Background: an optimization exercise with open tools, aiming at small area, a short achievable clock period and few clock cycles. Do not read the settings as production practice. RTL that was checked went through simulation tests only; none was proved equivalent to the original. Only the layout flow was run in run 3; the RTL was not checked for function there. Power and IR drop assume default switching activity.

--- flow/config.mk ---
export PLATFORM = sky130hd
export DESIGN_NAME = mulApbChip
export DESIGN_NICKNAME = mulApbChip
export VERILOG_FILES = /design/flow/design.v
export SDC_FILE = /design/flow/constraint.sdc
export NUM_CORES = 4
export LEC_CHECK = 0
export CAP_MARGIN = 20
export CORE_MARGIN = 2
export CORE_UTILIZATION = 40
export SLEW_MARGIN = 20
--- flow/constraint.sdc ---
create_clock -name core_clock -period 13.0 [get_ports {clk}]
set_input_delay 2.6000 -clock core_clock [delete_from_list [all_inputs] [get_ports {clk}]]
set_output_delay 2.6000 -clock core_clock [all_outputs]
set_load 0.01 [all_outputs]
--- flow/design.v ---
package mulPkg;
	localparam int OperandWidth = 32;
	localparam int ProductWidth = 2 * OperandWidth;
	localparam int DefaultRowsPerStage = 8;
	typedef logic [OperandWidth-1:0] operandT;
	typedef struct packed {
		logic valid;
		operandT a;
		operandT b;
	} mulReqT;
	typedef struct packed {
		operandT hi;
		operandT lo;
	} productHalvesT;
	typedef union packed {
		logic [ProductWidth-1:0] full;
		productHalvesT half;
	} productT;
	typedef struct packed {
		logic valid;
		productT product;
	} mulRspT;
endpackage
package apbPkg;
	localparam int AddrWidth = 8;
	localparam int DataWidth = 32;
	typedef struct packed {
		logic psel;
		logic penable;
		logic pwrite;
		logic [AddrWidth-1:0] paddr;
		logic [DataWidth-1:0] pwdata;
	} apbReqT;
	typedef struct packed {
		logic [DataWidth-1:0] prdata;
		logic pready;
		logic pslverr;
	} apbRspT;
	localparam logic [AddrWidth-1:0] AddrOpA = 8'h00;
	localparam logic [AddrWidth-1:0] AddrOpB = 8'h04;
	localparam logic [AddrWidth-1:0] AddrCtrl = 8'h08;
	localparam logic [AddrWidth-1:0] AddrStatus = 8'h0C;
	localparam logic [AddrWidth-1:0] AddrResLo = 8'h10;
	localparam logic [AddrWidth-1:0] AddrResHi = 8'h14;
	localparam int CtrlStartBit = 0;
	localparam int StatusBusyBit = 0;
	localparam int StatusDoneBit = 1;
endpackage
`timescale 1ns/1ps
module prefixAdder #(
	parameter int Width = mulPkg::OperandWidth
) (
	input logic [Width-1:0] a,
	input logic [Width-1:0] b,
	input logic cin,
	output logic [Width-1:0] sum
);
	localparam int Levels = $clog2(Width);
	logic [Width-1:0] p0;
	logic [Width-1:0] g0;
	logic [Width-1:0] gUp [Levels+1];
	logic [Width-1:0] pUp [Levels+1];
	logic [Width-1:0] gDn [Levels+1];
	logic [Width-1:0] pDn [Levels+1];
	logic [Width:0] carry;
	assign p0 = a ^ b;
	assign g0 = (a & b) | {{(Width-1){1'b0}}, p0[0] & cin};
	assign gUp[0] = g0;
	assign pUp[0] = p0;
	for (genvar l = 1; l <= Levels; l++) begin : genUp
		for (genvar i = 0; i < Width; i++) begin : genBit
			if ((i + 1) % (1 << l) == 0) begin : genNode
				assign gUp[l][i] = gUp[l-1][i] | (pUp[l-1][i] & gUp[l-1][i - (1 << (l-1))]);
				assign pUp[l][i] = pUp[l-1][i] & pUp[l-1][i - (1 << (l-1))];
			end else begin : genPass
				assign gUp[l][i] = gUp[l-1][i];
				assign pUp[l][i] = pUp[l-1][i];
			end
		end
	end
	assign gDn[Levels] = gUp[Levels];
	assign pDn[Levels] = pUp[Levels];
	for (genvar l = Levels - 1; l >= 1; l--) begin : genDn
		for (genvar i = 0; i < Width; i++) begin : genBit
			if ((i + 1) % (1 << l) == (1 << (l-1)) && i >= (1 << l)) begin : genNode
				assign gDn[l][i] = gDn[l+1][i] | (pDn[l+1][i] & gDn[l+1][i - (1 << (l-1))]);
				assign pDn[l][i] = pDn[l+1][i] & pDn[l+1][i - (1 << (l-1))];
			end else begin : genPass
				assign gDn[l][i] = gDn[l+1][i];
				assign pDn[l][i] = pDn[l+1][i];
			end
		end
	end
	assign carry[0] = cin;
	assign carry[Width:1] = gDn[1];
	assign sum = p0 ^ carry[Width-1:0];
endmodule
`timescale 1ns/1ps
module mulRow (
	input logic [32:0] accS,
	input logic [32:0] accC,
	input logic idle,
	input logic [31:0] a,
	input logic [3:0] one,
	input logic [3:0] two,
	input logic [3:0] neg,
	input logic d16,
	output logic [40:0] rowX,
	output logic [40:0] rowY
);
	logic [33:0] aExt;
	logic [3:0] negN;
	logic [31:0] top;
	logic [32:0] pp0;
	logic [32:0] pp1;
	logic [32:0] pp2;
	logic [32:0] pp3;
	assign aExt = {1'b0, a, 1'b0};
	assign negN = ~neg;
	assign top = a & {32{d16}};
	assign pp0 = (aExt[33:1] & {33{one[0]}} | aExt[32:0] & {33{two[0]}}) ^ {33{neg[0]}};
	assign pp1 = (aExt[33:1] & {33{one[1]}} | aExt[32:0] & {33{two[1]}}) ^ {33{neg[1]}};
	assign pp2 = (aExt[33:1] & {33{one[2]}} | aExt[32:0] & {33{two[2]}}) ^ {33{neg[2]}};
	assign pp3 = (aExt[33:1] & {33{one[3]}} | aExt[32:0] & {33{two[3]}}) ^ {33{neg[3]}};
	logic fs0, fc0, fs1, fc1, fs2, fc2, fs3, fc3, fs4, fc4, fs5, fc5, fs6, fc6, fs7, fc7;
	logic fs8, fc8, fs9, fc9, fs10, fc10, fs11, fc11, fs12, fc12, fs13, fc13, fs14, fc14, fs15, fc15;
	logic fs16, fc16, fs17, fc17, fs18, fc18, fs19, fc19, fs20, fc20, fs21, fc21, fs22, fc22, fs23, fc23;
	logic fs24, fc24, fs25, fc25, fs26, fc26, fs27, fc27, fs28, fc28, fs29, fc29, fs30, fc30, fs31, fc31;
	logic fs32, fc32, fs33, fc33, fs34, fc34, fs35, fc35, fs36, fc36, fs37, fc37, fs38, fc38, fs39, fc39;
	logic fs40, fc40, fs41, fc41, fs42, fc42, fs43, fc43, fs44, fc44, fs45, fc45, fs46, fc46, fs47, fc47;
	logic fs48, fc48, fs49, fc49, fs50, fc50, fs51, fc51, fs52, fc52, fs53, fc53, fs54, fc54, fs55, fc55;
	logic fs56, fc56, fs57, fc57, fs58, fc58, fs59, fc59, fs60, fc60, fs61, fc61, fs62, fc62, fs63, fc63;
	logic fs64, fc64, fs65, fc65, fs66, fc66, fs67, fc67, fs68, fc68, fs69, fc69, fs70, fc70, fs71, fc71;
	logic fs72, fc72, fs73, fc73, fs74, fc74, fs75, fc75, fs76, fc76, fs77, fc77, fs78, fc78, fs79, fc79;
	logic fs80, fc80, fs81, fc81, fs82, fc82, fs83, fc83, fs84, fc84, fs85, fc85, fs86, fc86, fs87, fc87;
	logic fs88, fc88, fs89, fc89, fs90, fc90, fs91, fc91, fs92, fc92, fs93, fc93, fs94, fc94, fs95, fc95;
	logic fs96, fc96, fs97, fc97, fs98, fc98, fs99, fc99, fs100, fc100, fs101, fc101, fs102, fc102, fs103, fc103;
	logic fs104, fc104, fs105, fc105, fs106, fc106, fs107, fc107, fs108, fc108, fs109, fc109, fs110, fc110, fs111, fc111;
	logic fs112, fc112, fs113, fc113, fs114, fc114, fs115, fc115, fs116, fc116, fs117, fc117, fs118, fc118, fs119, fc119;
	logic fs120, fc120, fs121, fc121, fs122, fc122, fs123, fc123, fs124, fc124, fs125, fc125, fs126, fc126, fs127, fc127;
	logic fs128, fc128, fs129, fc129, fs130, fc130, fs131, fc131, fs132, fc132, fs133, fc133, fs134, fc134, fs135, fc135;
	logic fs136, fc136, fs137, fc137, fs138, fc138, fs139, fc139, fs140, fc140, fs141, fc141, fs142, fc142, fs143, fc143;
	logic fs144, fc144, fs145, fc145, fs146, fc146, fs147, fc147, fs148, fc148, fs149, fc149, fs150, fc150, fs151, fc151;
	logic fs152, fc152, fs153, fc153, fs154, fc154, fs155, fc155, fs156, fc156, fs157, fc157, fs158, fc158, fs159, fc159;
	logic fs160, fc160, fs161, fc161, hs0, hc0, hs1, hc1, hs2, hc2, hs3, hc3, hs4, hc4, hs5, hc5;
	logic hs6, hc6, hs7, hc7, hs8, hc8, hs9, hc9, hs10, hc10, hs11, hc11;
	assign hs0 = accS[6] ^ accC[6];
	assign hc0 = accS[6] & accC[6];
	assign hs1 = accS[7] ^ accC[7];
	assign hc1 = accS[7] & accC[7];
	fullAdd fa0 (.x(accS[8]), .y(accC[8]), .z(top[0]), .s(fs0), .c(fc0));
	fullAdd fa1 (.x(accS[9]), .y(accC[9]), .z(top[1]), .s(fs1), .c(fc1));
	fullAdd fa2 (.x(accS[10]), .y(accC[10]), .z(top[2]), .s(fs2), .c(fc2));
	fullAdd fa3 (.x(accS[11]), .y(accC[11]), .z(top[3]), .s(fs3), .c(fc3));
	fullAdd fa4 (.x(accS[12]), .y(accC[12]), .z(top[4]), .s(fs4), .c(fc4));
	fullAdd fa5 (.x(accS[13]), .y(accC[13]), .z(top[5]), .s(fs5), .c(fc5));
	fullAdd fa6 (.x(accS[14]), .y(accC[14]), .z(top[6]), .s(fs6), .c(fc6));
	fullAdd fa7 (.x(accS[15]), .y(accC[15]), .z(top[7]), .s(fs7), .c(fc7));
	fullAdd fa8 (.x(accS[16]), .y(accC[16]), .z(top[8]), .s(fs8), .c(fc8));
	fullAdd fa9 (.x(accS[17]), .y(accC[17]), .z(top[9]), .s(fs9), .c(fc9));
	fullAdd fa10 (.x(accS[18]), .y(accC[18]), .z(top[10]), .s(fs10), .c(fc10));
	fullAdd fa11 (.x(accS[19]), .y(accC[19]), .z(top[11]), .s(fs11), .c(fc11));
	fullAdd fa12 (.x(accS[20]), .y(accC[20]), .z(top[12]), .s(fs12), .c(fc12));
	fullAdd fa13 (.x(accS[21]), .y(accC[21]), .z(top[13]), .s(fs13), .c(fc13));
	fullAdd fa14 (.x(accS[22]), .y(accC[22]), .z(top[14]), .s(fs14), .c(fc14));
	fullAdd fa15 (.x(accS[23]), .y(accC[23]), .z(top[15]), .s(fs15), .c(fc15));
	fullAdd fa16 (.x(accS[24]), .y(accC[24]), .z(top[16]), .s(fs16), .c(fc16));
	fullAdd fa17 (.x(accS[25]), .y(accC[25]), .z(top[17]), .s(fs17), .c(fc17));
	fullAdd fa18 (.x(accS[26]), .y(accC[26]), .z(top[18]), .s(fs18), .c(fc18));
	fullAdd fa19 (.x(accS[27]), .y(accC[27]), .z(top[19]), .s(fs19), .c(fc19));
	fullAdd fa20 (.x(accS[28]), .y(accC[28]), .z(top[20]), .s(fs20), .c(fc20));
	fullAdd fa21 (.x(accS[29]), .y(accC[29]), .z(top[21]), .s(fs21), .c(fc21));
	fullAdd fa22 (.x(accS[30]), .y(accC[30]), .z(top[22]), .s(fs22), .c(fc22));
	fullAdd fa23 (.x(accS[31]), .y(accC[31]), .z(top[23]), .s(fs23), .c(fc23));
	fullAdd fa24 (.x(1'b1), .y(accS[32]), .z(accC[32]), .s(fs24), .c(fc24));
	fullAdd fa25 (.x(idle), .y(top[24]), .z(pp0[32]), .s(fs25), .c(fc25));
	assign hs2 = negN[0] ^ top[25];
	assign hc2 = negN[0] & top[25];
	assign hs3 = accS[2] ^ accC[2];
	assign hc3 = accS[2] & accC[2];
	assign hs4 = accS[3] ^ accC[3];
	assign hc4 = accS[3] & accC[3];
	fullAdd fa26 (.x(accS[4]), .y(accC[4]), .z(neg[2]), .s(fs26), .c(fc26));
	assign hs5 = pp0[4] ^ pp1[2];
	assign hc5 = pp0[4] & pp1[2];
	fullAdd fa27 (.x(accS[5]), .y(accC[5]), .z(pp0[5]), .s(fs27), .c(fc27));
	assign hs6 = pp1[3] ^ pp2[1];
	assign hc6 = pp1[3] & pp2[1];
	fullAdd fa28 (.x(neg[3]), .y(hs0), .z(pp0[6]), .s(fs28), .c(fc28));
	fullAdd fa29 (.x(pp1[4]), .y(pp2[2]), .z(pp3[0]), .s(fs29), .c(fc29));
	fullAdd fa30 (.x(hc0), .y(hs1), .z(pp0[7]), .s(fs30), .c(fc30));
	fullAdd fa31 (.x(pp1[5]), .y(pp2[3]), .z(pp3[1]), .s(fs31), .c(fc31));
	fullAdd fa32 (.x(hc1), .y(fs0), .z(pp0[8]), .s(fs32), .c(fc32));
	fullAdd fa33 (.x(pp1[6]), .y(pp2[4]), .z(pp3[2]), .s(fs33), .c(fc33));
	fullAdd fa34 (.x(fc0), .y(fs1), .z(pp0[9]), .s(fs34), .c(fc34));
	fullAdd fa35 (.x(pp1[7]), .y(pp2[5]), .z(pp3[3]), .s(fs35), .c(fc35));
	fullAdd fa36 (.x(fc1), .y(fs2), .z(pp0[10]), .s(fs36), .c(fc36));
	fullAdd fa37 (.x(pp1[8]), .y(pp2[6]), .z(pp3[4]), .s(fs37), .c(fc37));
	fullAdd fa38 (.x(fc2), .y(fs3), .z(pp0[11]), .s(fs38), .c(fc38));
	fullAdd fa39 (.x(pp1[9]), .y(pp2[7]), .z(pp3[5]), .s(fs39), .c(fc39));
	fullAdd fa40 (.x(fc3), .y(fs4), .z(pp0[12]), .s(fs40), .c(fc40));
	fullAdd fa41 (.x(pp1[10]), .y(pp2[8]), .z(pp3[6]), .s(fs41), .c(fc41));
	fullAdd fa42 (.x(fc4), .y(fs5), .z(pp0[13]), .s(fs42), .c(fc42));
	fullAdd fa43 (.x(pp1[11]), .y(pp2[9]), .z(pp3[7]), .s(fs43), .c(fc43));
	fullAdd fa44 (.x(fc5), .y(fs6), .z(pp0[14]), .s(fs44), .c(fc44));
	fullAdd fa45 (.x(pp1[12]), .y(pp2[10]), .z(pp3[8]), .s(fs45), .c(fc45));
	fullAdd fa46 (.x(fc6), .y(fs7), .z(pp0[15]), .s(fs46), .c(fc46));
	fullAdd fa47 (.x(pp1[13]), .y(pp2[11]), .z(pp3[9]), .s(fs47), .c(fc47));
	fullAdd fa48 (.x(fc7), .y(fs8), .z(pp0[16]), .s(fs48), .c(fc48));
	fullAdd fa49 (.x(pp1[14]), .y(pp2[12]), .z(pp3[10]), .s(fs49), .c(fc49));
	fullAdd fa50 (.x(fc8), .y(fs9), .z(pp0[17]), .s(fs50), .c(fc50));
	fullAdd fa51 (.x(pp1[15]), .y(pp2[13]), .z(pp3[11]), .s(fs51), .c(fc51));
	fullAdd fa52 (.x(fc9), .y(fs10), .z(pp0[18]), .s(fs52), .c(fc52));
	fullAdd fa53 (.x(pp1[16]), .y(pp2[14]), .z(pp3[12]), .s(fs53), .c(fc53));
	fullAdd fa54 (.x(fc10), .y(fs11), .z(pp0[19]), .s(fs54), .c(fc54));
	fullAdd fa55 (.x(pp1[17]), .y(pp2[15]), .z(pp3[13]), .s(fs55), .c(fc55));
	fullAdd fa56 (.x(fc11), .y(fs12), .z(pp0[20]), .s(fs56), .c(fc56));
	fullAdd fa57 (.x(pp1[18]), .y(pp2[16]), .z(pp3[14]), .s(fs57), .c(fc57));
	fullAdd fa58 (.x(fc12), .y(fs13), .z(pp0[21]), .s(fs58), .c(fc58));
	fullAdd fa59 (.x(pp1[19]), .y(pp2[17]), .z(pp3[15]), .s(fs59), .c(fc59));
	fullAdd fa60 (.x(fc13), .y(fs14), .z(pp0[22]), .s(fs60), .c(fc60));
	fullAdd fa61 (.x(pp1[20]), .y(pp2[18]), .z(pp3[16]), .s(fs61), .c(fc61));
	fullAdd fa62 (.x(fc14), .y(fs15), .z(pp0[23]), .s(fs62), .c(fc62));
	fullAdd fa63 (.x(pp1[21]), .y(pp2[19]), .z(pp3[17]), .s(fs63), .c(fc63));
	fullAdd fa64 (.x(fc15), .y(fs16), .z(pp0[24]), .s(fs64), .c(fc64));
	fullAdd fa65 (.x(pp1[22]), .y(pp2[20]), .z(pp3[18]), .s(fs65), .c(fc65));
	fullAdd fa66 (.x(fc16), .y(fs17), .z(pp0[25]), .s(fs66), .c(fc66));
	fullAdd fa67 (.x(pp1[23]), .y(pp2[21]), .z(pp3[19]), .s(fs67), .c(fc67));
	fullAdd fa68 (.x(fc17), .y(fs18), .z(pp0[26]), .s(fs68), .c(fc68));
	fullAdd fa69 (.x(pp1[24]), .y(pp2[22]), .z(pp3[20]), .s(fs69), .c(fc69));
	fullAdd fa70 (.x(fc18), .y(fs19), .z(pp0[27]), .s(fs70), .c(fc70));
	fullAdd fa71 (.x(pp1[25]), .y(pp2[23]), .z(pp3[21]), .s(fs71), .c(fc71));
	fullAdd fa72 (.x(fc19), .y(fs20), .z(pp0[28]), .s(fs72), .c(fc72));
	fullAdd fa73 (.x(pp1[26]), .y(pp2[24]), .z(pp3[22]), .s(fs73), .c(fc73));
	fullAdd fa74 (.x(fc20), .y(fs21), .z(pp0[29]), .s(fs74), .c(fc74));
	fullAdd fa75 (.x(pp1[27]), .y(pp2[25]), .z(pp3[23]), .s(fs75), .c(fc75));
	fullAdd fa76 (.x(fc21), .y(fs22), .z(pp0[30]), .s(fs76), .c(fc76));
	fullAdd fa77 (.x(pp1[28]), .y(pp2[26]), .z(pp3[24]), .s(fs77), .c(fc77));
	fullAdd fa78 (.x(fc22), .y(fs23), .z(pp0[31]), .s(fs78), .c(fc78));
	fullAdd fa79 (.x(pp1[29]), .y(pp2[27]), .z(pp3[25]), .s(fs79), .c(fc79));
	fullAdd fa80 (.x(fc23), .y(fs24), .z(pp1[30]), .s(fs80), .c(fc80));
	fullAdd fa81 (.x(pp2[28]), .y(pp3[26]), .z(fs25), .s(fs81), .c(fc81));
	fullAdd fa82 (.x(fc24), .y(hs2), .z(pp1[31]), .s(fs82), .c(fc82));
	fullAdd fa83 (.x(pp2[29]), .y(pp3[27]), .z(fc25), .s(fs83), .c(fc83));
	fullAdd fa84 (.x(1'b1), .y(top[26]), .z(hc2), .s(fs84), .c(fc84));
	fullAdd fa85 (.x(pp1[32]), .y(pp2[30]), .z(pp3[28]), .s(fs85), .c(fc85));
	fullAdd fa86 (.x(negN[1]), .y(top[27]), .z(pp2[31]), .s(fs86), .c(fc86));
	assign hs7 = 1'b1 ^ top[28];
	assign hc7 = 1'b1 & top[28];
	assign hs8 = accS[0] ^ accC[0];
	assign hc8 = accS[0] & accC[0];
	assign hs9 = accS[1] ^ accC[1];
	assign hc9 = accS[1] & accC[1];
	fullAdd fa87 (.x(neg[1]), .y(hs3), .z(pp0[2]), .s(fs87), .c(fc87));
	fullAdd fa88 (.x(hc3), .y(hs4), .z(pp0[3]), .s(fs88), .c(fc88));
	fullAdd fa89 (.x(hc4), .y(fs26), .z(pp2[0]), .s(fs89), .c(fc89));
	fullAdd fa90 (.x(fc26), .y(hc5), .z(fs27), .s(fs90), .c(fc90));
	fullAdd fa91 (.x(fc27), .y(hc6), .z(fs28), .s(fs91), .c(fc91));
	fullAdd fa92 (.x(fc28), .y(fc29), .z(fs30), .s(fs92), .c(fc92));
	fullAdd fa93 (.x(fc30), .y(fc31), .z(fs32), .s(fs93), .c(fc93));
	fullAdd fa94 (.x(fc32), .y(fc33), .z(fs34), .s(fs94), .c(fc94));
	fullAdd fa95 (.x(fc34), .y(fc35), .z(fs36), .s(fs95), .c(fc95));
	fullAdd fa96 (.x(fc36), .y(fc37), .z(fs38), .s(fs96), .c(fc96));
	fullAdd fa97 (.x(fc38), .y(fc39), .z(fs40), .s(fs97), .c(fc97));
	fullAdd fa98 (.x(fc40), .y(fc41), .z(fs42), .s(fs98), .c(fc98));
	fullAdd fa99 (.x(fc42), .y(fc43), .z(fs44), .s(fs99), .c(fc99));
	fullAdd fa100 (.x(fc44), .y(fc45), .z(fs46), .s(fs100), .c(fc100));
	fullAdd fa101 (.x(fc46), .y(fc47), .z(fs48), .s(fs101), .c(fc101));
	fullAdd fa102 (.x(fc48), .y(fc49), .z(fs50), .s(fs102), .c(fc102));
	fullAdd fa103 (.x(fc50), .y(fc51), .z(fs52), .s(fs103), .c(fc103));
	fullAdd fa104 (.x(fc52), .y(fc53), .z(fs54), .s(fs104), .c(fc104));
	fullAdd fa105 (.x(fc54), .y(fc55), .z(fs56), .s(fs105), .c(fc105));
	fullAdd fa106 (.x(fc56), .y(fc57), .z(fs58), .s(fs106), .c(fc106));
	fullAdd fa107 (.x(fc58), .y(fc59), .z(fs60), .s(fs107), .c(fc107));
	fullAdd fa108 (.x(fc60), .y(fc61), .z(fs62), .s(fs108), .c(fc108));
	fullAdd fa109 (.x(fc62), .y(fc63), .z(fs64), .s(fs109), .c(fc109));
	fullAdd fa110 (.x(fc64), .y(fc65), .z(fs66), .s(fs110), .c(fc110));
	fullAdd fa111 (.x(fc66), .y(fc67), .z(fs68), .s(fs111), .c(fc111));
	fullAdd fa112 (.x(fc68), .y(fc69), .z(fs70), .s(fs112), .c(fc112));
	fullAdd fa113 (.x(fc70), .y(fc71), .z(fs72), .s(fs113), .c(fc113));
	fullAdd fa114 (.x(fc72), .y(fc73), .z(fs74), .s(fs114), .c(fc114));
	fullAdd fa115 (.x(fc74), .y(fc75), .z(fs76), .s(fs115), .c(fc115));
	fullAdd fa116 (.x(fc76), .y(fc77), .z(fs78), .s(fs116), .c(fc116));
	fullAdd fa117 (.x(fc78), .y(fc79), .z(fs80), .s(fs117), .c(fc117));
	fullAdd fa118 (.x(fc80), .y(fs82), .z(fc81), .s(fs118), .c(fc118));
	fullAdd fa119 (.x(fc82), .y(fs84), .z(fs85), .s(fs119), .c(fc119));
	fullAdd fa120 (.x(pp3[29]), .y(fc84), .z(fc85), .s(fs120), .c(fc120));
	fullAdd fa121 (.x(hs7), .y(pp2[32]), .z(pp3[30]), .s(fs121), .c(fc121));
	fullAdd fa122 (.x(negN[2]), .y(top[29]), .z(hc7), .s(fs122), .c(fc122));
	assign hs10 = 1'b1 ^ top[30];
	assign hc10 = 1'b1 & top[30];
	assign hs11 = neg[0] ^ hs8;
	assign hc11 = neg[0] & hs8;
	fullAdd fa123 (.x(hc8), .y(hs9), .z(pp0[1]), .s(fs123), .c(fc123));
	fullAdd fa124 (.x(hc9), .y(pp1[0]), .z(fs87), .s(fs124), .c(fc124));
	fullAdd fa125 (.x(pp1[1]), .y(fc87), .z(fs88), .s(fs125), .c(fc125));
	fullAdd fa126 (.x(fc88), .y(fs89), .z(hs5), .s(fs126), .c(fc126));
	fullAdd fa127 (.x(fc89), .y(hs6), .z(fs90), .s(fs127), .c(fc127));
	fullAdd fa128 (.x(fs29), .y(fc90), .z(fs91), .s(fs128), .c(fc128));
	fullAdd fa129 (.x(fs31), .y(fc91), .z(fs92), .s(fs129), .c(fc129));
	fullAdd fa130 (.x(fs33), .y(fc92), .z(fs93), .s(fs130), .c(fc130));
	fullAdd fa131 (.x(fs35), .y(fc93), .z(fs94), .s(fs131), .c(fc131));
	fullAdd fa132 (.x(fs37), .y(fc94), .z(fs95), .s(fs132), .c(fc132));
	fullAdd fa133 (.x(fs39), .y(fc95), .z(fs96), .s(fs133), .c(fc133));
	fullAdd fa134 (.x(fs41), .y(fc96), .z(fs97), .s(fs134), .c(fc134));
	fullAdd fa135 (.x(fs43), .y(fc97), .z(fs98), .s(fs135), .c(fc135));
	fullAdd fa136 (.x(fs45), .y(fc98), .z(fs99), .s(fs136), .c(fc136));
	fullAdd fa137 (.x(fs47), .y(fc99), .z(fs100), .s(fs137), .c(fc137));
	fullAdd fa138 (.x(fs49), .y(fc100), .z(fs101), .s(fs138), .c(fc138));
	fullAdd fa139 (.x(fs51), .y(fc101), .z(fs102), .s(fs139), .c(fc139));
	fullAdd fa140 (.x(fs53), .y(fc102), .z(fs103), .s(fs140), .c(fc140));
	fullAdd fa141 (.x(fs55), .y(fc103), .z(fs104), .s(fs141), .c(fc141));
	fullAdd fa142 (.x(fs57), .y(fc104), .z(fs105), .s(fs142), .c(fc142));
	fullAdd fa143 (.x(fs59), .y(fc105), .z(fs106), .s(fs143), .c(fc143));
	fullAdd fa144 (.x(fs61), .y(fc106), .z(fs107), .s(fs144), .c(fc144));
	fullAdd fa145 (.x(fs63), .y(fc107), .z(fs108), .s(fs145), .c(fc145));
	fullAdd fa146 (.x(fs65), .y(fc108), .z(fs109), .s(fs146), .c(fc146));
	fullAdd fa147 (.x(fs67), .y(fc109), .z(fs110), .s(fs147), .c(fc147));
	fullAdd fa148 (.x(fs69), .y(fc110), .z(fs111), .s(fs148), .c(fc148));
	fullAdd fa149 (.x(fs71), .y(fc111), .z(fs112), .s(fs149), .c(fc149));
	fullAdd fa150 (.x(fs73), .y(fc112), .z(fs113), .s(fs150), .c(fc150));
	fullAdd fa151 (.x(fs75), .y(fc113), .z(fs114), .s(fs151), .c(fc151));
	fullAdd fa152 (.x(fs77), .y(fc114), .z(fs115), .s(fs152), .c(fc152));
	fullAdd fa153 (.x(fs79), .y(fc115), .z(fs116), .s(fs153), .c(fc153));
	fullAdd fa154 (.x(fc116), .y(fs117), .z(fs81), .s(fs154), .c(fc154));
	fullAdd fa155 (.x(fc117), .y(fs83), .z(fs118), .s(fs155), .c(fc155));
	fullAdd fa156 (.x(fs119), .y(fc83), .z(fc118), .s(fs156), .c(fc156));
	fullAdd fa157 (.x(fs86), .y(fc119), .z(fs120), .s(fs157), .c(fc157));
	fullAdd fa158 (.x(fs121), .y(fc86), .z(fc120), .s(fs158), .c(fc158));
	fullAdd fa159 (.x(pp3[31]), .y(fc121), .z(fs122), .s(fs159), .c(fc159));
	fullAdd fa160 (.x(hs10), .y(pp3[32]), .z(fc122), .s(fs160), .c(fc160));
	fullAdd fa161 (.x(negN[3]), .y(top[31]), .z(hc10), .s(fs161), .c(fc161));
	assign rowX[0] = hs11;
	assign rowY[0] = pp0[0];
	assign rowX[1] = hc11;
	assign rowY[1] = fs123;
	assign rowX[2] = fc123;
	assign rowY[2] = fs124;
	assign rowX[3] = fc124;
	assign rowY[3] = fs125;
	assign rowX[4] = fc125;
	assign rowY[4] = fs126;
	assign rowX[5] = fc126;
	assign rowY[5] = fs127;
	assign rowX[6] = fc127;
	assign rowY[6] = fs128;
	assign rowX[7] = fc128;
	assign rowY[7] = fs129;
	assign rowX[8] = fc129;
	assign rowY[8] = fs130;
	assign rowX[9] = fc130;
	assign rowY[9] = fs131;
	assign rowX[10] = fc131;
	assign rowY[10] = fs132;
	assign rowX[11] = fc132;
	assign rowY[11] = fs133;
	assign rowX[12] = fc133;
	assign rowY[12] = fs134;
	assign rowX[13] = fc134;
	assign rowY[13] = fs135;
	assign rowX[14] = fc135;
	assign rowY[14] = fs136;
	assign rowX[15] = fc136;
	assign rowY[15] = fs137;
	assign rowX[16] = fc137;
	assign rowY[16] = fs138;
	assign rowX[17] = fc138;
	assign rowY[17] = fs139;
	assign rowX[18] = fc139;
	assign rowY[18] = fs140;
	assign rowX[19] = fc140;
	assign rowY[19] = fs141;
	assign rowX[20] = fc141;
	assign rowY[20] = fs142;
	assign rowX[21] = fc142;
	assign rowY[21] = fs143;
	assign rowX[22] = fc143;
	assign rowY[22] = fs144;
	assign rowX[23] = fc144;
	assign rowY[23] = fs145;
	assign rowX[24] = fc145;
	assign rowY[24] = fs146;
	assign rowX[25] = fc146;
	assign rowY[25] = fs147;
	assign rowX[26] = fc147;
	assign rowY[26] = fs148;
	assign rowX[27] = fc148;
	assign rowY[27] = fs149;
	assign rowX[28] = fc149;
	assign rowY[28] = fs150;
	assign rowX[29] = fc150;
	assign rowY[29] = fs151;
	assign rowX[30] = fc151;
	assign rowY[30] = fs152;
	assign rowX[31] = fc152;
	assign rowY[31] = fs153;
	assign rowX[32] = fc153;
	assign rowY[32] = fs154;
	assign rowX[33] = fc154;
	assign rowY[33] = fs155;
	assign rowX[34] = fc155;
	assign rowY[34] = fs156;
	assign rowX[35] = fc156;
	assign rowY[35] = fs157;
	assign rowX[36] = fc157;
	assign rowY[36] = fs158;
	assign rowX[37] = fc158;
	assign rowY[37] = fs159;
	assign rowX[38] = fc159;
	assign rowY[38] = fs160;
	assign rowX[39] = fc160;
	assign rowY[39] = fs161;
	assign rowX[40] = fc161;
	assign rowY[40] = 1'b0;
endmodule
module fullAdd (
	input logic x,
	input logic y,
	input logic z,
	output logic s,
	output logic c
);
	assign s = x ^ y ^ z;
	assign c = (x & y) | (x & z) | (y & z);
endmodule
`timescale 1ns/1ps
module mulArray (
	input logic clk,
	input logic arstN,
	input logic [31:0] a,
	input logic [31:0] b,
	input logic wrB,
	input logic [7:0] bLoNext,
	input logic aValidNext,
	input logic bValidNext,
	input logic go,
	output mulPkg::productT product
);
	logic run1;
	logic run2;
	logic run3;
	logic running;
	logic first;
	logic [3:0] oneQ;
	logic [3:0] twoQ;
	logic [3:0] negQ;
	logic d16Q;
	logic [3:0] oneD;
	logic [3:0] twoD;
	logic [3:0] negD;
	logic digitsOn;
	logic [32:0] accS;
	logic [32:0] accC;
	logic [7:0] byteS;
	logic [7:0] byteC;
	logic [23:0] lowQ;
	logic lowCarry;
	logic [40:0] rowX;
	logic [40:0] rowY;
	logic [8:0] byteSum;
	logic [39:0] topSum;
	assign first = go & ~running;
	always_ff @(posedge clk or negedge arstN) begin
		if (!arstN) begin
			run1 <= 1'b0;
			run2 <= 1'b0;
			run3 <= 1'b0;
			running <= 1'b0;
		end else begin
			run1 <= first;
			run2 <= run1;
			run3 <= run2;
			running <= first | run1 | run2;
		end
	end
	function automatic logic [11:0] booth(input logic [7:0] g, input logic below);
		logic [3:0] one;
		logic [3:0] two;
		logic [3:0] neg;
		for (int j = 0; j < 4; j++) begin
			logic hi;
			logic mid;
			logic lo;
			hi = g[2*j+1];
			mid = g[2*j];
			lo = (j == 0) ? below : g[2*j-1];
			neg[j] = hi;
			one[j] = mid ^ lo;
			two[j] = (hi & ~mid & ~lo) | (~hi & mid & lo);
		end
		booth = {neg, two, one};
	endfunction
	logic [11:0] digitsFirst;
	logic [11:0] digitsRun;
	logic [11:0] digitsD;
	logic [7:0] groupRest;
	logic groupRestBelow;
	assign digitsFirst = booth(b[15:8], b[7]);
	always_comb begin
		if (run1) begin
			groupRest = b[23:16];
			groupRestBelow = b[15];
		end else if (run2) begin
			groupRest = b[31:24];
			groupRestBelow = b[23];
		end else begin
			groupRest = wrB ? bLoNext : b[7:0];
			groupRestBelow = 1'b0;
		end
	end
	assign digitsRun = booth(groupRest, groupRestBelow);
	assign digitsD = first ? digitsFirst : digitsRun;
	assign digitsOn = aValidNext & bValidNext;
	assign {negD, twoD, oneD} = digitsD & {12{digitsOn}};
	always_ff @(posedge clk) begin
		oneQ <= oneD;
		twoQ <= twoD;
		negQ <= negD;
		d16Q <= run2 & b[31] & digitsOn;
	end
	mulRow mulRow_i (
		.accS(accS & {33{running}}),
		.accC(accC & {33{running}}),
		.idle(~running),
		.a(a),
		.one(oneQ),
		.two(twoQ),
		.neg(negQ),
		.d16(d16Q),
		.rowX(rowX),
		.rowY(rowY)
	);
	assign byteSum = {1'b0, byteS} + {1'b0, byteC} + {8'd0, lowCarry & (run2 | run3)};
	always_ff @(posedge clk) begin
		if (go | running) begin
			accS <= rowX[40:8];
			accC <= rowY[40:8];
			byteS <= rowX[7:0];
			byteC <= rowY[7:0];
		end
		if (running) begin
			lowCarry <= byteSum[8];
		end
		if (run1) begin
			lowQ[7:0] <= byteSum[7:0];
		end
		if (run2) begin
			lowQ[15:8] <= byteSum[7:0];
		end
		if (run3) begin
			lowQ[23:16] <= byteSum[7:0];
		end
	end
	prefixAdder #(
		.Width(40)
	) prefixAdder_i (
		.a({accS[31:0], byteS}),
		.b({accC[31:0], byteC}),
		.cin(lowCarry),
		.sum(topSum)
	);
	assign product.half.hi = topSum[39:8];
	assign product.half.lo = {topSum[7:0], lowQ};
endmodule
`timescale 1ns/1ps
module mulApbRegs (
	input logic clk,
	input logic arstN,
	input apbPkg::apbReqT apbReq,
	output apbPkg::apbRspT apbRsp,
	output mulPkg::operandT opA,
	output mulPkg::operandT opB,
	output logic opBWrite,
	output logic [7:0] opBLoNext,
	output logic opAValidNext,
	output logic opBValidNext,
	output logic go,
	input mulPkg::productT product
);
	logic setup;
	logic done;
	logic inMap;
	logic mapped;
	logic wrOpA;
	logic wrOpB;
	logic opAValid;
	logic opBValid;
	mulPkg::operandT opARead;
	mulPkg::operandT opBRead;
	mulPkg::productT result;
	logic [apbPkg::DataWidth-1:0] readWord;
	logic [apbPkg::DataWidth-1:0] prdataQ;
	logic pslverrQ;
	assign setup = apbReq.psel & ~apbReq.penable;
	startDetect startDetect_i (
		.psel(apbReq.psel),
		.penable(apbReq.penable),
		.pwrite(apbReq.pwrite),
		.paddr(apbReq.paddr),
		.startBit(apbReq.pwdata[apbPkg::CtrlStartBit]),
		.go(go)
	);
	assign inMap = (apbReq.paddr[7:5] == 3'b000) && (apbReq.paddr[1:0] == 2'b00);
	assign mapped = inMap & ~(apbReq.paddr[4] & apbReq.paddr[3]);
	assign opARead = opA & {32{opAValid}};
	assign opBRead = opB & {32{opBValid}};
	assign result = product & {64{done}};
	always_comb begin
		case ({apbReq.paddr[4], apbReq.paddr[2]})
			2'b00: readWord = opARead;
			2'b01: readWord = opBRead;
			2'b10: readWord = result.half.lo;
			default: readWord = result.half.hi;
		endcase
		if (apbReq.paddr[3]) begin
			readWord = '0;
			readWord[apbPkg::StatusDoneBit] = done & apbReq.paddr[2] & ~apbReq.paddr[4];
		end
		if (!inMap) begin
			readWord = '0;
		end
	end
	always_ff @(posedge clk) begin
		prdataQ <= readWord;
		pslverrQ <= ~mapped;
	end
	always_comb begin
		apbRsp.prdata = prdataQ;
		apbRsp.pready = 1'b1;
		apbRsp.pslverr = pslverrQ;
	end
	always_ff @(posedge clk or negedge arstN) begin
		if (!arstN) begin
			wrOpA <= 1'b0;
			wrOpB <= 1'b0;
			opAValid <= 1'b0;
			opBValid <= 1'b0;
			done <= 1'b0;
		end else begin
			wrOpA <= setup && apbReq.pwrite && (apbReq.paddr == apbPkg::AddrOpA);
			wrOpB <= setup && apbReq.pwrite && (apbReq.paddr == apbPkg::AddrOpB);
			if (wrOpA) begin
				opAValid <= 1'b1;
			end
			if (wrOpB) begin
				opBValid <= 1'b1;
			end
			if (go) begin
				done <= 1'b1;
			end
		end
	end
	always_ff @(posedge clk) begin
		if (wrOpA) begin
			opA <= apbReq.pwdata;
		end
		if (wrOpB) begin
			opB <= apbReq.pwdata;
		end
	end
	assign opBWrite = wrOpB;
	assign opBLoNext = apbReq.pwdata[7:0];
	assign opAValidNext = opAValid | wrOpA;
	assign opBValidNext = opBValid | wrOpB;
endmodule
module startDetect (
	input logic psel,
	input logic penable,
	input logic pwrite,
	input logic [apbPkg::AddrWidth-1:0] paddr,
	input logic startBit,
	output logic go
);
	assign go = psel & ~penable & pwrite & startBit & (paddr == apbPkg::AddrCtrl);
endmodule
`timescale 1ns/1ps
module mulApbTop (
	input logic clk,
	input logic arstN,
	input apbPkg::apbReqT apbReq,
	output apbPkg::apbRspT apbRsp
);
	mulPkg::operandT opA;
	mulPkg::operandT opB;
	logic go;
	logic opBWrite;
	logic [7:0] opBLoNext;
	logic opAValidNext;
	logic opBValidNext;
	mulPkg::productT product;
	mulApbRegs mulApbRegs_i (
		.clk(clk),
		.arstN(arstN),
		.apbReq(apbReq),
		.apbRsp(apbRsp),
		.opA(opA),
		.opB(opB),
		.opBWrite(opBWrite),
		.opBLoNext(opBLoNext),
		.opAValidNext(opAValidNext),
		.opBValidNext(opBValidNext),
		.go(go),
		.product(product)
	);
	mulArray mulArray_i (
		.clk(clk),
		.arstN(arstN),
		.a(opA),
		.b(opB),
		.wrB(opBWrite),
		.bLoNext(opBLoNext),
		.aValidNext(opAValidNext),
		.bValidNext(opBValidNext),
		.go(go),
		.product(product)
	);
endmodule
`timescale 1ns/1ps
module mulApbChip (
	input logic clk,
	input logic arstN,
	input logic psel,
	input logic penable,
	input logic pwrite,
	input logic [7:0] paddr,
	input logic [31:0] pwdata,
	output logic [31:0] prdata,
	output logic pready,
	output logic pslverr
);
	apbPkg::apbReqT apbReq;
	apbPkg::apbRspT apbRsp;
	assign apbReq.psel = psel;
	assign apbReq.penable = penable;
	assign apbReq.pwrite = pwrite;
	assign apbReq.paddr = paddr;
	assign apbReq.pwdata = pwdata;
	assign prdata = apbRsp.prdata;
	assign pready = apbRsp.pready;
	assign pslverr = apbRsp.pslverr;
	mulApbTop mulApbTop_i (
		.clk(clk),
		.arstN(arstN),
		.apbReq(apbReq),
		.apbRsp(apbRsp)
	);
endmodule
--- flow/flow/run.sh ---
#!/bin/bash
# The standard layout, with timing repair aimed at a path delay well below
# the clock period: the clock and the constraints are unchanged, only
# repair_timing's setup margin is raised (and kept to the worst endpoints).
set -euo pipefail
export SETUP_SLACK_MARGIN="${FLOW_SETUP_MARGIN:-9.6}"
export TNS_END_PERCENT="${FLOW_TNS_END:-10}"
export BUFFER_PORTS_ARGS="-buffer_cell sky130_fd_sc_hd__buf_2"
export CTS_ARGS="-sink_clustering_enable -repair_clock_nets -dont_use_dummy_load -buf_list {sky130_fd_sc_hd__clkbuf_4 sky130_fd_sc_hd__clkbuf_8}"
# keep each full adder of the multiplier step a module of its own through
# synthesis, so that it maps to one full-adder cell without inverters around it;
# the netlist is flattened at the end of synthesis as usual
export SYNTH_KEEP_MODULES="fullAdd startDetect"
bash standard.sh > flow_standard.log 2>&1
--- flow/standard.sh ---
#!/bin/bash
# synth_recipe.tcl (not shown) runs the flow's synth.tcl, then flattens the netlist and writes it again
# the make line also repeats each setting of config.mk as NAME=value (left out here)
make -C /OpenROAD-flow-scripts/flow DESIGN_CONFIG=/design/flow/config.mk WORK_HOME=/design/flow/orfs CLKGATE_MAP_FILE= SYNTH_SCRIPT=/design/flow/synth_recipe.tcl "${@:-finish}"
==> parameters.txt, run 1 <==
Parameter                              Value

Outcome
  Outcome    complete, no violations

GRT
  Antenna violations before repair    0
  Gr ovfl total    0
  Pin count of the biggest net entering global routing    45
  Via count of the first global-routing pass    around 12000
  First-pass GRT wire length    75400 µm
  Global-route usage over all layers    0.246

Critical path
  Critical path's largest stage delay    ~560 ps
  Critical-path top delay cell    sky130_fd_sc_hd__fa_2
  Combined buffer and inverter count along the critical path    3
  Family with the most delay on the worst path    compound AO/OA/AOI/OAI gates
  Chain of cells forming the critical path    fa_2 -> inv_2 -> fa_2 -> nand2b_4 -> a211oi_4 -> a21oi_4 -> o31ai_4 -> buf_6 -> a31oi_4 -> o21ai_4 -> a31oi_4 -> buf_6 -> o21ba_4 -> fa_2 -> nor2_1 -> a21oi_1 -> a21oi_1
  Most frequent CP cell    sky130_fd_sc_hd__fa_2
  Max FO, Critical Path    3
  Worst Path Arrival    4200 ps
  Setup Crit Path Kind    flop to flop
  Critical path data required time    between 10000 and 15000 ps
  Crit path capture type    flop
  CP Launch Type    flop

Timing
  Worst-margin pin slew    roughly 1300 ps
  Final hold violation count    0
  Post-route minimum period    3810 ps
  Max-Slew Margin vs Limit    0.131
  Final number of setup-violating endpoints    0
  Highest achievable clock rate    roughly 260 MHz
  Unrepaired setup endpoints after global routing    true
  Worst hold margin    480 ps
  Final-report max-slew violation count    0
  Tcrit/Tclk final    0.293
  Worst clock skew    62.4 ps
  Total negative slack    0 ps

Yosys
  Fraction of post-synthesis cell area in the top cell type by area    0.317
  Number of warning messages in the yosys log    7
  Cell taking the most area after synthesis    sky130_fd_sc_hd__edfxtp_1
  Main area contributors after synthesis    sky130_fd_sc_hd__edfxtp_1 (32%), sky130_fd_sc_hd__fa_1 (23%), sky130_fd_sc_hd__xnor2_1 (8.4%)
  Count of cell types in the netlist    53
  Mean cell area of the mapped netlist    11.9 µm²
  Number of synthesized register bits    around 230
  Async set or reset register ratio after synthesis    0.0400
  Mapped cell area    16100 µm²
  Leading register cell type out of synthesis    sky130_fd_sc_hd__edfxtp_1
  Post-synth EDFFs    170
  Count of mapped cells out of synthesis    1348
  Proportion of synthesized chip area in sequential cells    0.388

Clocking
  Clock tree from TritonCTS    yes
  Inserted Clock Buffers    40
  CTS Root Cell    sky130_fd_sc_hd__clkbuf_8
  Clock net sink count    225
  Bufs on Longest Clock Path    3
  Count of hold buffers inserted by post-cts repair    0
  Clock slew seen by the registers of the worst setup and hold paths    60 ps
  Htree depth    2
  Clock latency on the worst-skew pair    590 ps

Die
  X dimension of the die    205 µm
  Initial cell density of the core    0.405
  Core Region    a little under 40000 µm²
  Number of ports placed on the die boundary    79
  Height of the chip    205 µm
  Die ar.    41800 µm²
  Std-Cell Rows    73

Route
  WL/cell    between 20 and 30 µm
  Routed metal-1 wirelength    20700 µm
  Final ANT Viol Nets    0
  Sum of met2 wire segment lengths after detailed routing    22800 µm
  Aggregate routed wire length    49900 µm
  Uppermost routed layer    met4
  Number of DRC markers after the initial detailed-route iteration    1200
  Drc violations    0
  DR pass1 iterations    7
  Vias    11200
  Via-per-instance ratio    5.81
  Sum of met3 wire segment lengths after detailed routing    4110 µm

Placement
  Gp weighted congestion    0.876
  Port-buffer cells    77
  DPL Wire Length    34500 µm

Min path
  Hold Crit Class    flop to flop

Final layout
  Multi-input logic area    9620 µm²
  Proportion of layout cells with a drive suffix above 1    0.177
  Area Overhead vs Synth    14.1%
  Final-layout fill cell count    3555
  Count of nets after finishing    roughly 1700
  Antenna Cells    0
  Area taken by flip-flops and latches    6260 µm²

Pwr
  Clock network power share    0.407
  Net load switching power    0.290 mW
  Leak    7.28 nW
  Worst voltage drop across the vdd grid    0.0000784 V
  Combinational share of power    0.021
  Internal power    1.05 mW
  Reg power frac    0.573
  Power per unit of standard cell area    73.1 nW/µm²
  Switching Fraction    0.216

Job
  Max cap viols    0
-- area by class of cell --
cell class,instances,share of cell area
repair buffers,125,0.0578
inverters,54,0.0119
flip-flops and latches,225,0.341
clock buffers,40,0.0300
well taps,525,0.0358
multi-input cells,959,0.524
-- layer usage --
layer	global-route usage	vias up
li1	-	4785
met5	0	-
met2	0.381	585
met4	0.103	0
met3	0.0460	112
met1	0.338	5718
-- cell families (layout without fill, tap and decap cells) --
group                      Yosys count  in the layout  synth area share
DFF                                225            225             0.388
xor gates and xnor gates           166            166            0.0904
muxes                                9              9           0.00560
and+or+nand+nor                    239            239            0.0752
adders and majority gates          232            232             0.267
buffers and inverters              166            219            0.0397
AOI/OAI and AO/OA                  309            309             0.134
other                                2              4          0.000467
-- modules after synthesis, one instance, submodules excluded --
module	flops+latches	copies in the design	area, µm²
fullAdd	0	162	20.0
startDetect	0	1	32.5
mulApbChip	225	1	12800
-- stage by stage --
step	total power [mW]	setup slack (ps)	instances	utilization	instance area (µm²)
finish	1.34	9190	1928	0.462	18400
global route	1.38	9090	1928	0.462	18400
CTS	1.35	9180	1919	0.454	18100
detailed placement	0.806	8220	1860	0.425	16900
global placement	0.805	8320	1859	0.425	16900
floorplan	0.792	8930	1350	-	16100
-- final timing paths --
check | startpoint | to | slack (ps) | cells past startpoint
worst max-delay path | mulApbTop_i.mulArray_i.byteS[0] | mulApbTop_i.mulApbRegs_i.prdataQ[26] | 9190 | 17
worst min-delay path | mulApbTop_i.mulApbRegs_i.opAValid | mulApbTop_i.mulApbRegs_i.opAValid | 480 | 1
worst max register to register | mulApbTop_i.mulArray_i.byteS[0] | mulApbTop_i.mulApbRegs_i.prdataQ[26] | 9190 | 17
worst min register to register | mulApbTop_i.mulApbRegs_i.opAValid | mulApbTop_i.mulApbRegs_i.opAValid | 480 | 1
max in group asynchronous | arstN | mulApbTop_i.mulApbRegs_i.wrOpB | 10860 | 1
min in group asynchronous | arstN | mulApbTop_i.mulArray_i.run2 | 1910 | 1
-- power by group through the flow --
stage               sequential [mW]  combinational (mW)  clock [mW]
global route                  0.768              0.0299       0.586
global placement              0.783              0.0223           0
detailed placement            0.783              0.0228           0
floorplan                     0.783             0.00886           0
finish                        0.769              0.0276       0.546
CTS                           0.769              0.0258       0.556
-- cells in the mapped netlist, types with 2 or more instances --
cell,count
sky130_fd_sc_hd__a211oi_1,14
sky130_fd_sc_hd__a211oi_2,3
sky130_fd_sc_hd__a21o_1,14
sky130_fd_sc_hd__a21oi_1,78
sky130_fd_sc_hd__a21oi_2,2
sky130_fd_sc_hd__a221oi_1,2
sky130_fd_sc_hd__a222oi_1,2
sky130_fd_sc_hd__a22oi_1,172
sky130_fd_sc_hd__and2_1,71
sky130_fd_sc_hd__and2b_2,2
sky130_fd_sc_hd__and3_1,5
sky130_fd_sc_hd__and3b_1,2
sky130_fd_sc_hd__buf_1,36
sky130_fd_sc_hd__buf_2,2
sky130_fd_sc_hd__buf_4,3
sky130_fd_sc_hd__clkbuf_1,70
sky130_fd_sc_hd__conb_1,2
sky130_fd_sc_hd__dfrtp_1,9
sky130_fd_sc_hd__dfxtp_1,46
sky130_fd_sc_hd__edfxtp_1,170
sky130_fd_sc_hd__fa_1,185
sky130_fd_sc_hd__ha_1,47
sky130_fd_sc_hd__inv_1,53
sky130_fd_sc_hd__mux2i_1,9
sky130_fd_sc_hd__nand2_1,34
sky130_fd_sc_hd__nand2b_1,6
sky130_fd_sc_hd__nand3_1,6
sky130_fd_sc_hd__nand4_1,5
sky130_fd_sc_hd__nor2_1,84
sky130_fd_sc_hd__nor2b_1,4
sky130_fd_sc_hd__nor3_1,5
sky130_fd_sc_hd__nor3b_1,4
sky130_fd_sc_hd__nor4_1,2
sky130_fd_sc_hd__nor4bb_1,2
sky130_fd_sc_hd__o21ai_0,7
sky130_fd_sc_hd__o21ai_1,3
sky130_fd_sc_hd__o21bai_1,3
sky130_fd_sc_hd__or2_2,5
sky130_fd_sc_hd__xnor2_1,154
sky130_fd_sc_hd__xor2_1,12
-- state kept, by name, summed over array words and instances, names as in the netlist, 4 cells and up --
signal / count
mulApbTop_i.mulApbRegs_i.opA: 32
mulApbTop_i.mulApbRegs_i.opB: 32
mulApbTop_i.mulApbRegs_i.prdataQ: 32
mulApbTop_i.mulArray_i.accC: 32
mulApbTop_i.mulArray_i.accS: 33
mulApbTop_i.mulArray_i.byteC: 8
mulApbTop_i.mulArray_i.byteS: 8
mulApbTop_i.mulArray_i.lowQ: 24
mulApbTop_i.mulArray_i.negQ: 4
mulApbTop_i.mulArray_i.oneQ: 4
mulApbTop_i.mulArray_i.twoQ: 4
-- worst reg2reg max path, cell delays in order (launching register included) --
cell and delay (ps):
sky130_fd_sc_hd__edfxtp_1 400, sky130_fd_sc_hd__fa_2 230, sky130_fd_sc_hd__inv_2 40, sky130_fd_sc_hd__fa_2 330, sky130_fd_sc_hd__nand2b_4 160, sky130_fd_sc_hd__a211oi_4 280, sky130_fd_sc_hd__a21oi_4 140, sky130_fd_sc_hd__o31ai_4 190
sky130_fd_sc_hd__buf_6 170, sky130_fd_sc_hd__a31oi_4 140, sky130_fd_sc_hd__o21ai_4 260, sky130_fd_sc_hd__a31oi_4 130, sky130_fd_sc_hd__buf_6 140, sky130_fd_sc_hd__o21ba_4 200, sky130_fd_sc_hd__fa_2 560, sky130_fd_sc_hd__nor2_1 50
sky130_fd_sc_hd__a21oi_1 150, sky130_fd_sc_hd__a21oi_1 90
-- layout by cell type, fill, tap and decap left out, types with 8 or more instances in the layout --
cell type                  count
sky130_fd_sc_hd__fa_1        179
sky130_fd_sc_hd__edfxtp_1    170
sky130_fd_sc_hd__a22oi_1     169
sky130_fd_sc_hd__xnor2_1     150
sky130_fd_sc_hd__nor2_1       77
sky130_fd_sc_hd__and2_1       71
sky130_fd_sc_hd__buf_2        70
sky130_fd_sc_hd__a21oi_1      64
sky130_fd_sc_hd__inv_1        51
sky130_fd_sc_hd__ha_1         47
sky130_fd_sc_hd__clkbuf_8     40
sky130_fd_sc_hd__dfxtp_1      40
sky130_fd_sc_hd__nand2_1      33
sky130_fd_sc_hd__buf_4        30
sky130_fd_sc_hd__a21o_1       14
sky130_fd_sc_hd__a21oi_2      13
sky130_fd_sc_hd__xor2_1       12
sky130_fd_sc_hd__a211oi_1     11
sky130_fd_sc_hd__buf_6         9
sky130_fd_sc_hd__dfrtp_1       8
-- repair_timing --
| item | 4_1_cts | 5_1_grt |
|---|---|---|
| cloned | 6 | 0 |
| endpoints found under the setup margin | 216 | 167 |
| gates resized for setup | 59 | 52 |
| setup buffers | 13 | 9 |
| pin swaps | 28 | 33 |
Testbench counts, summed over its fixed seeds: cycles 14,400.
==> inputs of run 2 (changes only) <==
--- a/flow/flow/run.sh
+++ b/flow/flow/run.sh
@@ -5,3 +5,3 @@
 set -euo pipefail
-export SETUP_SLACK_MARGIN="${FLOW_SETUP_MARGIN:-9.6}"
+export SETUP_SLACK_MARGIN="${FLOW_SETUP_MARGIN:-9.2}"
 export TNS_END_PERCENT="${FLOW_TNS_END:-10}"
==> run 2 against run 1 <==
  * Non-clock buffer count fell by 22
  * Largest power group unchanged
  * Wire length decreased by 3.2%
  * Cell area decreased by 3.7%
  * Combinational power is 16% lower
  * Clock power barely moved
  * First-iteration DRC count up 0.17%
  * Sequential share of layout area is 1.3 points higher
  * Critical path type unchanged
  * Setup slack gained 10 ps
  * Count of clock-buffer cells in the layout unchanged
  * Area after synthesis did not move
  * Final cell count decreased by 1.1%
  * Synthesized cell count is the same
==> parameters.txt, run 2 <==
Parameter                              Value

Outcome
  Outcome    complete, no violations

Die
  Number of ports placed on the die boundary    79
  Die ar.    41800 µm²
  Core Region    39700 µm²
  Height of the chip    205 µm
  X dimension of the die    205 µm
  Initial cell density of the core    0.405
  Std-Cell Rows    73

Critical path
  Setup Crit Path Kind    flop to flop
  Chain of cells forming the critical path    fa_2 -> inv_2 -> fa_2 -> nand2b_4 -> a211oi_4 -> a21oi_4 -> o31ai_4 -> buf_6 -> a31oi_4 -> o21ai_4 -> a31oi_4 -> o21ba_1 -> fa_2 -> nor2_1 -> a21oi_1 -> a21oi_1
  Critical-path top delay cell    sky130_fd_sc_hd__fa_2
  Crit path capture type    flop
  Combined buffer and inverter count along the critical path    2
  Most frequent CP cell    sky130_fd_sc_hd__fa_2
  Critical path's largest stage delay    about 600 ps
  Worst Path Arrival    approximately 4200 ps
  CP Launch Type    flop
  Critical path data required time    roughly 13000 ps
  Max FO, Critical Path    3
  Family with the most delay on the worst path    compound AO/OA/AOI/OAI gates

GRT
  First-pass GRT wire length    73600 µm
  Pin count of the biggest net entering global routing    82
  Layer with the highest usage    met2
  Met1 usage in global routing    0.332
  Antenna violations before repair    0
  Global-route usage over all layers    0.238
  Grt met3 use    0.0410
  Met2 Usage GRT    0.369
  Via count of the first global-routing pass    about 12000
  Gr ovfl total    0

Clocking
  Clock tree from TritonCTS    yes
  Clock latency on the worst-skew pair    around 580 ps
  Htree depth    2
  Bufs on Longest Clock Path    3
  Clock net sink count    around 230
  Inserted Clock Buffers    40
  Count of hold buffers inserted by post-cts repair    0
  CTS Root Cell    sky130_fd_sc_hd__clkbuf_8
  Clock slew seen by the registers of the worst setup and hold paths    around 60 ps

Yosys
  Count of mapped cells out of synthesis    between 1000 and 1500
  Post-synth EDFFs    170
  Number of synthesized register bits    225
  Mapped cell area    about 16000 µm²
  Main area contributors after synthesis    sky130_fd_sc_hd__edfxtp_1 (32%), sky130_fd_sc_hd__fa_1 (23%), sky130_fd_sc_hd__xnor2_1 (8.4%)
  Fraction of post-synthesis cell area in the top cell type by area    0.317
  Number of warning messages in the yosys log    7
  Async set or reset register ratio after synthesis    0.0400
  Mean cell area of the mapped netlist    11.9 µm²
  Leading register cell type out of synthesis    sky130_fd_sc_hd__edfxtp_1
  Proportion of synthesized chip area in sequential cells    0.388
  Most frequent cell after synthesis    sky130_fd_sc_hd__fa_1
  Most numerous cell types in the synthesized netlist    sky130_fd_sc_hd__fa_1 (185), sky130_fd_sc_hd__a22oi_1 (172), sky130_fd_sc_hd__edfxtp_1 (170)
  Cell taking the most area after synthesis    sky130_fd_sc_hd__edfxtp_1
  Count of cell types in the netlist    53

Final layout
  Area taken by flip-flops and latches    6260 µm²
  Post-Layout Cell Count    1906
  Top library cells by usage in the layout, fill and taps aside    sky130_fd_sc_hd__fa_1 (180), sky130_fd_sc_hd__a22oi_1 (172), sky130_fd_sc_hd__edfxtp_1 (170), sky130_fd_sc_hd__xnor2_1 (150), sky130_fd_sc_hd__nor2_1 (81)
  Final-layout fill cell count    between 3000 and 4000
  Top register by number of flip-flops    mulApbTop_i.mulArray_i.accS
  Proportion of layout cells with a drive suffix above 1    0.140
  Fraction of the core area covered by cells at the end of the flow    0.445
  Antenna Cells    0
  Area Overhead vs Synth    9.91%
  Most common cell after layout, fill and taps aside    sky130_fd_sc_hd__fa_1
  Multi-input logic area    approximately 9400 µm²
  Max reg flops    33
  Count of nets after finishing    1660

Route
  Via-per-instance ratio    5.80
  DR pass1 iterations    5
  Vias    between 10000 and 15000
  Aggregate routed wire length    just under 50000 µm
  WL/cell    between 20 and 30 µm
  Number of DRC markers after the initial detailed-route iteration    1202
  Drc violations    0
  Final ANT Viol Nets    0

Timing
  Final-report max-slew violation count    0
  Post-route minimum period    3800 ps
  Total negative slack    0 ps
  Highest achievable clock rate    around 260 MHz
  Worst-margin pin slew    between 1000 and 1500 ps
  Final hold violation count    0
  Unrepaired setup endpoints after global routing    true
  Tcrit/Tclk final    0.292
  Max-Slew Margin vs Limit    0.285
  Final number of setup-violating endpoints    0
  Worst clock skew    56.0 ps

Placement
  Port-buffer cells    77
  Number of placed cells counting well taps    1860
  Gp weighted congestion    0.876
  DPL Wire Length    34500 µm

Pwr
  Leak    7.04 nW
  Power per unit of standard cell area    75.7 nW/µm²
  Total Power Consumption    1.34 mW
  Worst voltage drop across the vdd grid    about 0.000079 V

Min path
  Hold Crit Class    flop to flop

Job
  Max cap viols    0
## run 2: cell counts after synthesis
No cell type changed its count.
## run 2: through the flow
step / hold slack, ps / area, µm² / worst slack, ps
detailed placement: 465 / 16900 / 8220
CTS: 481 / 17600 / 9150
global placement: 476 / 16900 / 8320
floorplan: 443 / 16100 / 8930
finish: 481 / 17700 / 9200
global route: 501 / 17700 / 9060
## run 2: cells by family (layout without fill, tap and decap cells)
family | count (synthesis) | count (layout) | synth area share
AO/OA/AOI/OAI | 309 | 309 | 0.134
XOR/XNOR | 166 | 166 | 0.0904
adder cells (fa/ha/maj) | 232 | 232 | 0.267
buffers and inverters | 166 | 197 | 0.0397
flip-flops | 225 | 225 | 0.388
multiplexers | 9 | 9 | 0.00560
other | 2 | 4 | 0.000467
AND/OR/NAND/NOR | 239 | 239 | 0.0752
## run 2: power breakdown
group          switching (mW)  total, mW  internal [mW]
registers            0.000563      0.769          0.768
logic                  0.0137     0.0233        0.00955
clock network           0.276      0.547          0.271
## run 2: per-layer routing
metal | part of all wire | up-vias | wire [µm]
met2 | 0.45 | 573 | 21800
met4 | 0.043 | 0 | 2090
met3 | 0.079 | 102 | 3820
met5 | 0 | - | 0
li1 | - | 4731 | -
met1 | 0.43 | 5650 | 20600
## run 2: repair_timing
action                     4_1_cts  5_1_grt
pin swaps                       19        7
gates resized for setup         28        9
setup endpoints to repair      141       28
setup buffers                    5        1
## run 2: final cells by class
type,instances,area share
Timing Repair Buffer,103,0.0349
Clock buffer,40,0.0311
Multi-Input combinational cell,959,0.531
Inverter,54,0.0117
Tap cell,525,0.0371
Sequential cell,225,0.354
## run 2: modules after synthesis (local to each module, per instance)
module / area (µm²) / cells / copies in the design / flip-flops and latches
fullAdd: 20.0 / 1 / 162 / 0
startDetect: 32.5 / 4 / 1 / 0
mulApbChip: 12800 / 1182 / 1 / 225
## run 2: worst paths after layout
check	start	endpoint	slack, ps	depth (start not counted)
max in group asynchronous	arstN	mulApbTop_i.mulApbRegs_i.wrOpB	10860	1
worst max register to register	mulApbTop_i.mulArray_i.lowCarry	mulApbTop_i.mulApbRegs_i.prdataQ[26]	9200	16
worst max-delay path	mulApbTop_i.mulArray_i.lowCarry	mulApbTop_i.mulApbRegs_i.prdataQ[26]	9200	16
worst min-delay path	mulApbTop_i.mulApbRegs_i.opBValid	mulApbTop_i.mulApbRegs_i.opBValid	480	1
min in group asynchronous	arstN	mulApbTop_i.mulArray_i.run2	1910	1
worst min register to register	mulApbTop_i.mulApbRegs_i.opBValid	mulApbTop_i.mulApbRegs_i.opBValid	480	1
## run 2: worst reg2reg max path, delay by kind of cell, from the launching register on
| family | cells | cell delay, ps |
|---|---|---|
| simple gates | 2 | 210 |
| compound gates | 9 | 1670 |
| flops | 1 | 380 |
| fa+ha+maj | 3 | 1170 |
| buf+inv | 2 | 210 |
==> inputs of run 3 (changes only) <==
--- a/flow/design.v
+++ b/flow/design.v
@@ -59,20 +59,16 @@
 	logic [Width-1:0] p0;
-	logic [Width-1:0] g0;
-	logic [Width-1:0] gUp [Levels+1];
-	logic [Width-1:0] pUp [Levels+1];
-	logic [Width-1:0] gDn [Levels+1];
-	logic [Width-1:0] pDn [Levels+1];
-	logic [Width:0] carry;
+	logic [Width-1:0] g [Levels+1];
+	logic [Width-1:0] p [Levels+1];
 	assign p0 = a ^ b;
-	assign g0 = (a & b) | {{(Width-1){1'b0}}, p0[0] & cin};
-	assign gUp[0] = g0;
-	assign pUp[0] = p0;
-	for (genvar l = 1; l <= Levels; l++) begin : genUp
+	assign g[0] = (a & b) | {{(Width-1){1'b0}}, p0[0] & cin};
+	assign p[0] = p0;
+	for (genvar l = 1; l <= Levels; l++) begin : genLevel
 		for (genvar i = 0; i < Width; i++) begin : genBit
-			if ((i + 1) % (1 << l) == 0) begin : genNode
-				assign gUp[l][i] = gUp[l-1][i] | (pUp[l-1][i] & gUp[l-1][i - (1 << (l-1))]);
-				assign pUp[l][i] = pUp[l-1][i] & pUp[l-1][i - (1 << (l-1))];
+			if (((i >> (l-1)) & 1) == 1) begin : genNode
+				localparam int J = ((i >> (l-1)) << (l-1)) - 1;
+				assign g[l][i] = g[l-1][i] | (p[l-1][i] & g[l-1][J]);
+				assign p[l][i] = p[l-1][i] & p[l-1][J];
 			end else begin : genPass
-				assign gUp[l][i] = gUp[l-1][i];
-				assign pUp[l][i] = pUp[l-1][i];
+				assign g[l][i] = g[l-1][i];
+				assign p[l][i] = p[l-1][i];
 			end
@@ -80,18 +76,3 @@
 	end
-	assign gDn[Levels] = gUp[Levels];
-	assign pDn[Levels] = pUp[Levels];
-	for (genvar l = Levels - 1; l >= 1; l--) begin : genDn
-		for (genvar i = 0; i < Width; i++) begin : genBit
-			if ((i + 1) % (1 << l) == (1 << (l-1)) && i >= (1 << l)) begin : genNode
-				assign gDn[l][i] = gDn[l+1][i] | (pDn[l+1][i] & gDn[l+1][i - (1 << (l-1))]);
-				assign pDn[l][i] = pDn[l+1][i] & pDn[l+1][i - (1 << (l-1))];
-			end else begin : genPass
-				assign gDn[l][i] = gDn[l+1][i];
-				assign pDn[l][i] = pDn[l+1][i];
-			end
-		end
-	end
-	assign carry[0] = cin;
-	assign carry[Width:1] = gDn[1];
-	assign sum = p0 ^ carry[Width-1:0];
+	assign sum = p0 ^ {g[Levels][Width-2:0], cin};
 endmodule
==> run 3 against run 2 <==
  * Register-to-register slack better by 95 ps
  * Synthesized cell count decreased by 0.59%
  * Cell area decreased by 0.92%
  * Critical path depth is 9 lower
  * Non-clock buffer count is 1 lower
  * Largest power group unchanged
  * Final cell count decreased by 0.21%
  * Die area shrank 0.42%
  * Via count is 2.7% higher
  * Largest cell class unchanged
==> parameters.txt, run 3 <==
Parameter                              Value

Outcome
  Outcome    complete, no violations

Yosys
  Fraction of synthesized cell area in xor and xnor cells    0.0946
  Post-synth EDFFs    170
  Mean cell area of the mapped netlist    approximately 12 µm²
  Count of cell types in the netlist    62
  Main combinational cell family by area after synthesis    adder cells
  Most numerous cell types in the synthesized netlist    sky130_fd_sc_hd__fa_1 (171), sky130_fd_sc_hd__edfxtp_1 (170), sky130_fd_sc_hd__xnor2_1 (149)

Timing
  Final-report max-slew violation count    0
  Max-Slew Margin vs Limit    0.342
  Post-route minimum period    3800 ps
  Worst clock skew    35.7 ps

Critical path
  Critical path data required time    13480 ps
  Setup Crit Path Kind    input port to flop
  CP Launch Type    input port

Clocking
  Clock net sink count    225
  Clock tree from TritonCTS    yes
  Bufs on Longest Clock Path    3

Pwr
  Worst voltage drop across the vdd grid    about 0.00009 V
  Clock network power share    0.414
  Combinational share of power    0.018
  Total Power Consumption    1.35 mW
  Leak    6.94 nW

Final layout
  Top library cells by usage in the layout, fill and taps aside    sky130_fd_sc_hd__fa_1 (171), sky130_fd_sc_hd__edfxtp_1 (170), sky130_fd_sc_hd__xnor2_1 (149), sky130_fd_sc_hd__a22oi_1 (146), sky130_fd_sc_hd__and2_1 (95)
  Fraction of the core area covered by cells at the end of the flow    0.442
  Proportion of layout cells with a drive suffix above 1    0.129
  Count of nets after finishing    1641
  Finished layout cell area    17500 µm²

Route
  Final ANT Viol Nets    0
  Aggregate routed wire length    approximately 51000 µm

Die
  X dimension of the die    204 µm

Placement
  Post-placement setup slack    a little over 8000 ps

Job
  Max cap viols    0

GRT
  Pin count of the biggest net entering global routing    46

Min path
  Hold Crit Class    flop to flop
run 3: power by group through the flow:
stage	clock, mW	combinational [mW]	sequential, mW
6_report	0.559	0.0240	0.769
5_1_grt	0.598	0.0264	0.768
4_1_cts	0.568	0.0236	0.769
2_1_floorplan	0	0.00886	0.783
3_5_place_dp	0	0.0234	0.783
3_3_place_gp	0	0.0226	0.783
run 3: Yosys stat by module (local to each module, per instance):
module,copies in the design,cells,flops+latches
fullAdd,162,1,0
mulApbChip,1,1174,225
startDetect,1,4,0
run 3: through the flow:
step                instances  hold WS [ps]
floorplan                1342           444
global placement         1849           465
detailed placement       1849           467
CTS                      1892           480
global route             1900           496
finish                   1902           478
run 3: path summary, 6_finish.rpt:
check	slack (ps)	endpoint	depth (start not counted)	startpoint
worst max-delay path	9200	mulApbTop_i.mulApbRegs_i.prdataQ[6]	7	paddr[6]
worst min-delay path	480	mulApbTop_i.mulApbRegs_i.opBValid	1	mulApbTop_i.mulApbRegs_i.opBValid
worst max register to register	9300	mulApbTop_i.mulApbRegs_i.prdataQ[25]	12	mulApbTop_i.mulArray_i.byteS[0]
worst min register to register	480	mulApbTop_i.mulApbRegs_i.opBValid	1	mulApbTop_i.mulApbRegs_i.opBValid
max in group asynchronous	10910	mulApbTop_i.mulApbRegs_i.wrOpB	1	arstN
min in group asynchronous	1880	mulApbTop_i.mulApbRegs_i.opBValid	1	arstN
run 3: per-layer routing:
| layer | track usage | vias up | share of wire |
|---|---|---|---|
| met2 | 0.367 | 642 | 0.45 |
| met1 | 0.337 | 5778 | 0.41 |
| met5 | 0 | - | 0 |
| met3 | 0.0563 | 122 | 0.092 |
| li1 | - | 4813 | - |
| met4 | 0.114 | 0 | 0.046 |
run 3: final cells by class:
| type | instances | area [µm²] | area share |
|---|---|---|---|
| Inverter | 28 | 105 | 0.00600 |
| Multi-Input combinational cell | 979 | 9300 | 0.531 |
| Sequential cell | 225 | 6270 | 0.358 |
| Clock buffer | 41 | 564 | 0.0322 |
| Antenna cell | 2 | 5.00 | 0.000286 |
| Timing Repair Buffer | 102 | 623 | 0.0356 |
| Tap cell | 525 | 657 | 0.0375 |
run 3: cell families after synthesis:
family,after synthesis
fa+ha+maj,219
flops,225
xor+xnor,173
compound gates,309
buf+inv,141
other cells,2
mux,11
simple gates,260
run 3: timing repair:
action | CTS | global route
pin swaps | 0 | 1
setup buffers | 0 | 6
gates cloned | 2 | 2
gates resized for setup | 5 | 8
setup endpoints to repair | 44 | 60
run 3: critical path: stages:
cell and delay, ps:
sky130_fd_sc_hd__buf_2 100, sky130_fd_sc_hd__or4_4 540, sky130_fd_sc_hd__or3_4 400, sky130_fd_sc_hd__buf_12 150, sky130_fd_sc_hd__nand2b_4 180, sky130_fd_sc_hd__nor3_2 180, sky130_fd_sc_hd__o21bai_1 120

Check on run 3: ideal ports give 9.203 ns setup slack; a clkbuf_16 on the clock port and buf_2 on the inputs give 9.220 ns; moving port delays by the midpoint clock arrival (0.615 ns) as well gives 8.625 ns.
